Context: an optimization exercise on an open-source flow, tuned for small area and few clock cycles per item. The choices shown serve that exercise and are no tape-out recipe. The RTL was checked by simulation tests, not by an equivalence proof against the original design. No activity file was given, so power comes from the tool's default toggle rates.

## flow/run.sh

```bash
#!/bin/bash
# synth_recipe.tcl (not shown) runs the flow's synth.tcl, then flattens the netlist and writes it again
# the make line also repeats each setting of config.mk as NAME=value (left out here)
make -C /OpenROAD-flow-scripts/flow DESIGN_CONFIG=/design/flow/config.mk WORK_HOME=/design/flow/orfs CLKGATE_MAP_FILE= SYNTH_SCRIPT=/design/flow/synth_recipe.tcl finish
```

## flow/config.mk

```make
export PLATFORM = sky130hd
export DESIGN_NAME = rocket_recovery_sequencer
export DESIGN_NICKNAME = rocket_recovery_sequencer
export VERILOG_FILES = /design/flow/design.v
export SDC_FILE = /design/flow/constraint.sdc
export NUM_CORES = 4
export LEC_CHECK = 0
export ABC_AREA = 1
export CAP_MARGIN = 20
export CORE_MARGIN = 2
export CORE_UTILIZATION = 40
export SLEW_MARGIN = 20
```

## flow/constraint.sdc

```tcl
create_clock -name core_clock -period 8.0 [get_ports {clk}]
set_input_delay 1.6000 -clock core_clock [delete_from_list [all_inputs] [get_ports {clk}]]
set_output_delay 1.6000 -clock core_clock [all_outputs]
set_load 0.01 [all_outputs]
```

## flow/design.v

```verilog
`timescale 1ns / 1ps
module rrs_ram #(
  parameter int WIDTH = 24,
  parameter int DEPTH = 8
) (
  input  logic             clk,
  input  logic             shift,
  input  logic [WIDTH-1:0] wdata,
  output logic [WIDTH-1:0] oldest
);
  logic [WIDTH-1:0] mem [DEPTH];
  always_ff @(posedge clk) begin
    if (shift) begin
      mem[0] <= wdata;
      for (int i = 1; i < DEPTH; i++) begin
        mem[i] <= mem[i-1];
      end
    end
  end
  assign oldest = mem[DEPTH-1];
endmodule
`timescale 1ns / 1ps
module rocket_recovery_sequencer (
  input  logic           clk,
  input  logic           rst,
  input  logic           s_axis_tvalid,
  output logic           s_axis_tready,
  input  logic [111:0]   s_axis_tdata,
  output logic           m_axis_tvalid,
  input  logic           m_axis_tready,
  output logic [31:0]    m_axis_tdata,
  input  logic           cfg_valid,
  output logic           cfg_ready,
  input  logic [2:0]     cfg_index,
  input  logic [19:0]    cfg_data
);
  localparam logic [2:0] ST_READY     = 3'd1;
  localparam logic [2:0] ST_ASCENDING = 3'd2;
  localparam logic [2:0] ST_DROGUE    = 3'd3;
  localparam logic [2:0] ST_MAIN      = 3'd4;
  localparam logic [2:0] ST_LANDED    = 3'd5;
  localparam logic [1:0] CH_READY    = 2'd0;
  localparam logic [1:0] CH_IGNITING = 2'd1;
  localparam logic [1:0] CH_DONE     = 2'd2;
  function automatic logic geq34(input logic [33:0] a, input logic [33:0] b, input logic cin);
    logic c;
    c = cin;
    for (int i = 0; i < 34; i++) begin
      c = (a[i] & ~b[i]) | ((a[i] | ~b[i]) & c);
    end
    geq34 = c;
  endfunction
  function automatic logic [33:0] add34(input logic [33:0] a, input logic [33:0] b,
                                        input logic cin);
    logic [33:0] p, g, gg, pp, c;
    p  = a ^ b;
    g  = a & b;
    gg = g;
    pp = p;
    gg[0] = g[0] | (p[0] & cin);
    for (int l = 0; l < 6; l++) begin
      for (int i = 0; i < 34; i++) begin
        if (((i + 1) % (2 << l)) == 0) begin
          gg[i] = gg[i] | (pp[i] & gg[i - (1 << l)]);
          pp[i] = pp[i] & pp[i - (1 << l)];
        end
      end
    end
    for (int l = 4; l >= 0; l--) begin
      for (int i = 0; i < 34; i++) begin
        if (i >= (3 << l) - 1 && ((i + 1) % (2 << l)) == (1 << l)) begin
          gg[i] = gg[i] | (pp[i] & gg[i - (1 << l)]);
          pp[i] = pp[i] & pp[i - (1 << l)];
        end
      end
    end
    c = {gg[32:0], cin};
    add34 = p ^ c;
  endfunction
  function automatic logic nonneg3(input logic [25:0] a, input logic [25:0] b,
                                   input logic [25:0] c, input logic [1:0] k);
    logic [25:0] s, cy, x, y;
    s  = a ^ b ^ c;
    cy = (a & b) | (a & c) | (b & c);
    x  = s;
    y  = {cy[24:0], k[1]};
    nonneg3 = !(x[25] ^ y[25] ^ geq34({9'h1ff, x[24:0]}, ~{9'd0, y[24:0]}, k[0]) );
  endfunction
  logic [14:0] lift_m1, td_m1;
  logic        lift_z, td_z;
  logic [19:0] drogue_min_ms, drogue_max_ms, main_min_ms, main_max_ms;
  logic [15:0] apogee_drop, main_height;
  logic [14:0] cfg_m1;
  logic        cfg_z;
  assign cfg_ready = 1'b1;
  assign cfg_m1 = 15'(add34({19'd0, cfg_data[14:0]}, {34{1'b1}}, 1'b0));
  assign cfg_z  = (cfg_data[14:0] == 15'd0);
  always_ff @(posedge clk) begin
    if (rst) begin
      lift_m1         <= 15'd24575;
      lift_z          <= 1'b0;
      td_m1           <= 15'd16383;
      td_z            <= 1'b0;
      drogue_min_ms   <= 20'd8000;
      drogue_max_ms   <= 20'd20000;
      apogee_drop     <= 16'd160;
      main_min_ms     <= 20'd20000;
      main_max_ms     <= 20'd120000;
      main_height     <= 16'd3200;
    end else if (cfg_valid) begin
      case (cfg_index)
        3'd0: begin lift_m1 <= cfg_m1; lift_z <= cfg_z; end
        3'd1: begin td_m1   <= cfg_m1; td_z   <= cfg_z; end
        3'd2: drogue_min_ms   <= cfg_data;
        3'd3: drogue_max_ms   <= cfg_data;
        3'd4: apogee_drop     <= cfg_data[15:0];
        3'd5: main_min_ms     <= cfg_data;
        3'd6: main_max_ms     <= cfg_data;
        default: main_height  <= cfg_data[15:0];
      endcase
    end
  end
  logic advance, accept, v2;
  assign advance       = !m_axis_tvalid || m_axis_tready;
  assign s_axis_tready = advance;
  assign accept        = s_axis_tvalid && advance;
  logic [23:0] alt;
  logic [31:0] t;
  logic [2:0]  st;
  assign alt = s_axis_tdata[71:48];
  assign t   = s_axis_tdata[103:72];
  assign st  = s_axis_tdata[106:104];
  logic lhit, thit;
  always_comb begin
    lhit = lift_z;
    thit = td_z;
    for (int i = 0; i < 3; i++) begin
      logic s;
      logic [14:0] m;
      s = s_axis_tdata[16*i + 15];
      m = s_axis_tdata[16*i +: 15] ^ {15{s}};
      lhit = lhit | geq34({19'd0, m}, {19'd0, lift_m1}, s) & 1'b1;
      thit = thit | geq34({19'd0, m}, {19'd0, td_m1}, s);
    end
  end
  logic [23:0] oldest, old;
  logic [3:0]  count;
  logic [26:0] sum, sum_next;
  rrs_ram #(.WIDTH(24), .DEPTH(8)) u_window (
    .clk    (clk),
    .shift  (accept),
    .wdata  (alt),
    .oldest (oldest)
  );
  always_comb begin
    logic [26:0] a, b, c, s3, cy;
    old = count[3] ? oldest : 24'd0;
    a   = sum;
    b   = {{3{alt[23]}}, alt};
    c   = ~{{3{old[23]}}, old};
    s3  = a ^ b ^ c;
    cy  = (a & b) | (a & c) | (b & c);
    sum_next = 27'(add34({7'd0, s3}, {7'd0, cy[25:0], 1'b1}, 1'b0));
  end
  logic [31:0] liftoff_time, since;
  logic        lo1, hi1;
  assign since = 32'(add34({2'd0, t}, {2'd0, ~liftoff_time}, 1'b1));
  always_comb begin
    logic upper0;
    upper0 = (since[31:20] == 12'd0);
    if (st == ST_ASCENDING) begin
      lo1 = upper0 & !geq34({14'd0, since[19:0]}, {14'd0, drogue_min_ms}, 1'b1);
      hi1 = !upper0 | geq34({14'd0, since[19:0]}, {14'd0, drogue_max_ms}, 1'b1);
    end else begin
      lo1 = upper0 & !geq34({14'd0, since[19:0]}, {14'd0, main_min_ms}, 1'b1);
      hi1 = !upper0 | geq34({14'd0, since[19:0]}, {14'd0, main_max_ms}, 1'b0);
    end
  end
  logic [31:0] t2;
  logic [2:0]  st2;
  logic        hit2, lo2, hi2;
  always_ff @(posedge clk) begin
    if (rst) begin
      count        <= '0;
      sum          <= '0;
      liftoff_time <= '0;
      v2           <= 1'b0;
    end else if (advance) begin
      v2 <= accept;
      if (accept) begin
        if (!count[3]) count <= count + 4'd1;
        sum <= sum_next;
        if (st == ST_READY && lhit) liftoff_time <= t;
      end
    end
  end
  always_ff @(posedge clk) begin
    if (accept) begin
      t2   <= t;
      st2  <= st;
      hit2 <= (st == ST_READY) ? lhit : thit;
      lo2  <= lo1;
      hi2  <= hi1;
    end
  end
  logic [23:0] avg, peak, launch_alt, avg_out;
  logic [31:0] drogue_time, main_time;
  logic [1:0]  drogue_state, main_state;
  logic [2:0]  res_status;
  logic        res_changed;
  assign avg = sum[26:3];
  logic        peak_up, drop_ok, height_ok, held;
  logic        drogue_due, main_due;
  logic [2:0]  st_next;
  logic [1:0]  drogue_next, main_next;
  logic        fire_d, fire_m;
  always_comb begin
    logic [31:0] ft;
    logic [31:0] held_t;
    peak_up   = !geq34({10'd0, ~peak[23], peak[22:0]}, {10'd0, ~avg[23], avg[22:0]}, 1'b1);
    drop_ok   = (apogee_drop == 16'd0) |
                nonneg3({{2{peak[23]}}, peak}, ~{{2{avg[23]}}, avg}, ~{10'd0, apogee_drop}, 2'b11);
    height_ok = nonneg3({{2{launch_alt[23]}}, launch_alt}, {10'd0, main_height},
                        ~{{2{avg[23]}}, avg}, 2'b01);
    ft        = (st2 == ST_ASCENDING) ? drogue_time : main_time;
    held_t    = 32'(add34({2'd0, t2}, {2'd0, ~ft}, 1'b1));
    held      = (held_t[31:10] != 22'd0) | (held_t[9:3] == 7'b1111101) | (held_t[9:5] == 5'b11111 && held_t[4]);
    drogue_due = !lo2 & (hi2 | drop_ok);
    main_due   = !lo2 & (hi2 | height_ok);
    st_next     = st2;
    drogue_next = drogue_state;
    main_next   = main_state;
    fire_d      = 1'b0;
    fire_m      = 1'b0;
    case (st2)
      ST_READY: if (hit2) st_next = ST_ASCENDING;
      ST_ASCENDING: begin
        if (drogue_due) begin
          case (drogue_state)
            CH_READY: begin
              fire_d      = 1'b1;
              drogue_next = CH_IGNITING;
            end
            CH_IGNITING: begin
              if (held) begin
                drogue_next = CH_DONE;
                st_next     = ST_DROGUE;
              end
            end
            default: st_next = ST_DROGUE;
          endcase
        end
      end
      ST_DROGUE: begin
        if (main_due) begin
          case (main_state)
            CH_READY: begin
              fire_m    = 1'b1;
              main_next = CH_IGNITING;
            end
            CH_IGNITING: begin
              if (held) begin
                main_next = CH_DONE;
                st_next   = ST_MAIN;
              end
            end
            default: st_next = ST_MAIN;
          endcase
        end
      end
      ST_MAIN: if (hit2) st_next = ST_LANDED;
      default: ;
    endcase
  end
  logic done2;
  assign done2 = v2 && advance;
  always_ff @(posedge clk) begin
    if (rst) begin
      peak          <= '0;
      launch_alt    <= '0;
      drogue_state  <= CH_READY;
      main_state    <= CH_READY;
      m_axis_tvalid <= 1'b0;
    end else if (advance) begin
      m_axis_tvalid <= v2;
      if (v2) begin
        if (peak_up) peak <= avg;
        if (st2 == ST_READY && hit2) launch_alt <= avg;
        drogue_state <= drogue_next;
        main_state   <= main_next;
      end
    end
  end
  always_ff @(posedge clk) begin
    if (done2) begin
      if (fire_d) drogue_time <= t2;
      if (fire_m) main_time   <= t2;
      res_status  <= st_next;
      res_changed <= (st_next != st2);
      avg_out     <= avg;
    end
  end
  assign m_axis_tdata = {2'b00, avg_out, main_state == CH_IGNITING,
                         drogue_state == CH_IGNITING, res_changed, res_status};
endmodule
```

==> summary.txt <==
----------------------------------------------------
[Power]
  Leakage component of the power ... 14.65 nW
  Power Dens Cells ... 234.0 mW/mm^2
  Peak supply drop ... 0.2142 mV

[Clock tree]
  Clock-pin slew of the registers on the worst-case setup and hold paths ... 60 ps
  Clock network latency to the later pin of the worst-skew pair ... 670 ps
  Clock tree from TritonCTS ... done
  Cells resized by post-CTS repair ... 0
  Clock root buffer ... clkbuf_16
  Clk sinks ... 583
  Deepest level of the CTS H-tree ... 2
  Maximum count of clock buffers along a single path ... 3
  Hold-fix buffers at CTS ... 0
  TritonCTS buffer count ... 61
  Post-CTS Setup Repair Bufs ... 0

[STA]
  Final critical-path required period ... 6622 ps
  Period utilisation layout ... 82.78%
  Final setup violation count ... 0
  Actual transition at the worst max-transition pin ... 1113 ps
  Clock Skew ... 71.65 ps
  Max Freq ... 151.0 MHz
  Max-Slew Margin vs Limit ... 25.78%
  Final-layout setup total negative slack ... 0 ps
  Max-slew violation count ... 0
  Final worst-path setup slack ... 1378 ps
  Setup repair after global routing missed its margin ... no
  Final hold viol count ... 0

[Synthesis]
  Synth Instances ... 3064
  Mean area per synthesized cell ... 9.599 um^2
  Top FF cell, synth ... edfxtp_1
  Number of warnings printed during yosys synthesis ... 3
  Register area share after synthesis ... 50.64%
  Number of distinct standard cells referenced by the synthesized netlist ... 59
  Post-synthesis async set-or-reset flop share ... 0%
  Register bit total from synthesis ... 583
  Netlist Area Pre-Place ... 0.02941 mm^2
  Count of flip-flops with a built-in enable after synthesis ... 322

[Floorplan]
  Width of the chip ... 275.2 um
  Effective utilization at floorplan ... 40.38%
  Overall die height ... 275.2 um
  Die Area ... 0.07571 mm^2
  Cell row count ... 99
  Num ports ... 175
  Core area ... 0.07283 mm^2

[Placement]
  Routability congestion estimate ... 0.8363
  HPWL after DPL ... 46970 um
  Post-Place Setup Slack ... 669.2 ps
  Count of buffers inserted at the top-level ports ... 166

[Critical path]
  CP endpoint kind ... register
  Launch point of the critical path ... s_axis_tdata[72]
  Critical path's most frequent cell ... nand2_1
  Arrival time reported for the critical path endpoint ... 7080 ps
  Element type at the critical path start ... input port
  WP data required ... 8460 ps
  FF-to-FF setup slack ... 1540 ps
  WS Path Type ... in -> reg
  Startpoint of the most critical register-to-register path ... st2[2]
  Worst-path maximum fanout ... 3
  Crit path max-delay cell type ... clkdlybuf4s50_1
  Highest cell delay on the worst timing path ... 450 ps

[Global routing]
  Vias in the first global route ... 19.54k
  Global-route wire length before repair ... 105200 um
  Initial antenna violation count ... 5
  Overflow left after global routing ... 0
  GRT Util Overall ... 17.45%
  Pin count of the biggest net entering global routing ... 116

[Run status]
  Run status ... timing/DRC/antenna clean

[Drt]
  Count of nets left with antenna violations after detail routing ... 0
  Number of vias after detailed routing ... 20.56k
  Vias per inst ... 4.858
  Total detailed-routing wirelength ... 66140 um
  DRT Pass-1 Iters ... 5
  Post-DR wirelength/cell ... 15.63 um
  DRC violations left ... 0
  First-iteration detailed-routing DRC count ... 1209

[Layout]
  Combined area of the multi-input logic cells ... 0.01214 mm^2
  Share of final-layout standard cells stronger than drive strength 1 ... 5.472%
  Number of nets at the end of the flow ... 3611
  Fillcell total ... 6824
  Layout area overhead ... 16.35%
  FF/Latch Area ... 0.01489 mm^2

[Job]
  Number of violations of the max-capacitance limit ... 0

[Min path]
  Hold/Removal Path Class ... reg -> reg
  Min-Delay Startpoint ... u_window.mem[6][20]

----------------------------------------------------
report_power, final:
part	internal, mW	switching (mW)
combinational	0.602	0.927
sequential	3.36	0.124
clock	1.75	1.24
logic make-up after synthesis:
group | after synthesis | synth area share (%)
buffers and inverters | 621 | 8.185
other | 2 | 0.02553
adders and majority gates | 262 | 13.65
DFF | 583 | 50.64
xor gates and xnor gates | 79 | 2.378
AOI/OAI and AO/OA | 672 | 12.94
muxes | 22 | 0.7487
and+or+nand+nor | 823 | 11.44
registers in the layout, summed over array words and instances (netlist names), 24 cells and up:
register	cells
sum	27
liftoff_time	32
avg_out	24
t2	32
peak	24
drogue_time	32
launch_alt	24
main_time	32
u_window.mem	192
per-layer routing:
layer | global-route usage (%) | wire length, um
met2 | 27.66 | 29470
met5 | 0 | 34
met4 | 3.812 | 1069
met1 | 25.22 | 32170
met3 | 2.671 | 3399
final timing paths:
check | end | cells after the start
worst max-delay path | lo2 | 37
worst min-delay path | u_window.mem[7][20] | 0
worst max register to register | drogue_time[21] | 36
worst min register to register | u_window.mem[7][20] | 0
cell usage in the layout, fill, tap and decap left out, types with 11 or more instances in the layout:
| master | count |
|---|---|
| inv_1 | 516 |
| nand2_1 | 465 |
| edfxtp_1 | 322 |
| dfxtp_1 | 261 |
| o21ai_0 | 260 |
| a21oi_1 | 239 |
| nor2_1 | 219 |
| clkdlybuf4s50_1 | 165 |
| ha_1 | 153 |
| fa_1 | 100 |
| nand3_1 | 66 |
| clkbuf_16 | 63 |
| xnor2_1 | 42 |
| o22ai_1 | 36 |
| xor2_1 | 36 |
| o221ai_1 | 34 |
| o211ai_1 | 33 |
| or2_2 | 29 |
| mux2i_1 | 22 |
| buf_4 | 21 |
| clkinv_2 | 13 |
| nand4_1 | 11 |
| clkbuf_1 | 11 |
Yosys cell counts (all sizes together), types with 2 or more instances:
cell type    n  share of area [%]
a211oi       5               0.14
a21boi       2              0.064
a21o        10               0.26
a21oi      241                4.1
a221oi       4               0.12
a22o         4               0.12
a22oi        3              0.077
a31oi       10               0.21
a41oi        2              0.060
buf         24               0.57
clkbuf      74               0.94
clkinv       5              0.064
conb         2              0.026
dfxtp      261                 18
edfxtp     322                 33
fa         100                6.8
ha         153                6.5
inv        518                6.6
maj3         9               0.33
mux2i       22               0.75
nand2      467                6.0
nand3       67                1.2
nand3b       3              0.077
nand4       12               0.28
nor2       225                2.9
nor3         5              0.085
nor3b        3              0.077
nor4        10               0.21
o211ai      33               0.84
o21a         2              0.051
o21ai      269                4.6
o21bai      10               0.26
o221ai      35                1.1
o22a         2              0.060
o22ai       36               0.77
or2         30               0.64
xnor2       43                1.3
xor2        36                1.1
metrics by stage:
step                      util, %  std cells  cell area [um^2]  hold slack, ps  total power, mW
after global placement      43.98       4113             32030           400.5            5.055
final                       46.98       4232             34220           415.0            8.008
after CTS                   46.94       4229             34190           417.8            8.109
after global routing        46.98       4231             34220           423.4            8.481
after floorplan                 -       3065             29410           400.3            4.630
after detailed placement    43.98       4113             32030           404.5            5.087
final cells by class:
| class | instances | area share (%) |
|---|---|---|
| clock buffers | 79 | 4.903 |
| diodes | 2 | 0.01463 |
| inverters | 523 | 5.781 |
| well taps | 959 | 3.506 |
| flip-flops and latches | 583 | 43.52 |
| multi-input cells | 1861 | 35.49 |
| repair buffers | 188 | 5.382 |
| clock inverters | 37 | 1.400 |
critical path: cells and delay by family:
family,cells,cell delay [ps]
buffers and inverters,5,830
xor gates and xnor gates,2,230
and+or+nand+nor,16,1600
adders and majority gates,3,760
AOI/OAI and AO/OA,11,2080
Testbench counts, summed over its fixed seeds: cycles 16,024, items 16,000.

## afterwards: timing with drivers on the ports
The flow's constraints put no driver on any port. The routed layout listed below was extracted and timed again, unchanged, in two steps.
Step 1, drivers: a clkbuf_16 drives clk and a buf_2 each remaining input, both assumed.
Step 2 also shifts input and output timing later by t, the mid clock arrival at the registers, as if the neighbouring blocks saw the same clock.
Slacks: ideal / step 1 / step 2; pairs: ideal / step 1.
t (ns): 0.692
slack for setup (ns): 1.378 / 1.418 / 0.726
worst setup path after step 2: input to register
clock arrival spread, ns: 0.075 / 0.075
cell pins on the clock port's net: 1
After both steps this run still meets setup and hold. The setup slack of this run moves by +0.040 ns with the drivers and by -0.652 ns with both steps.
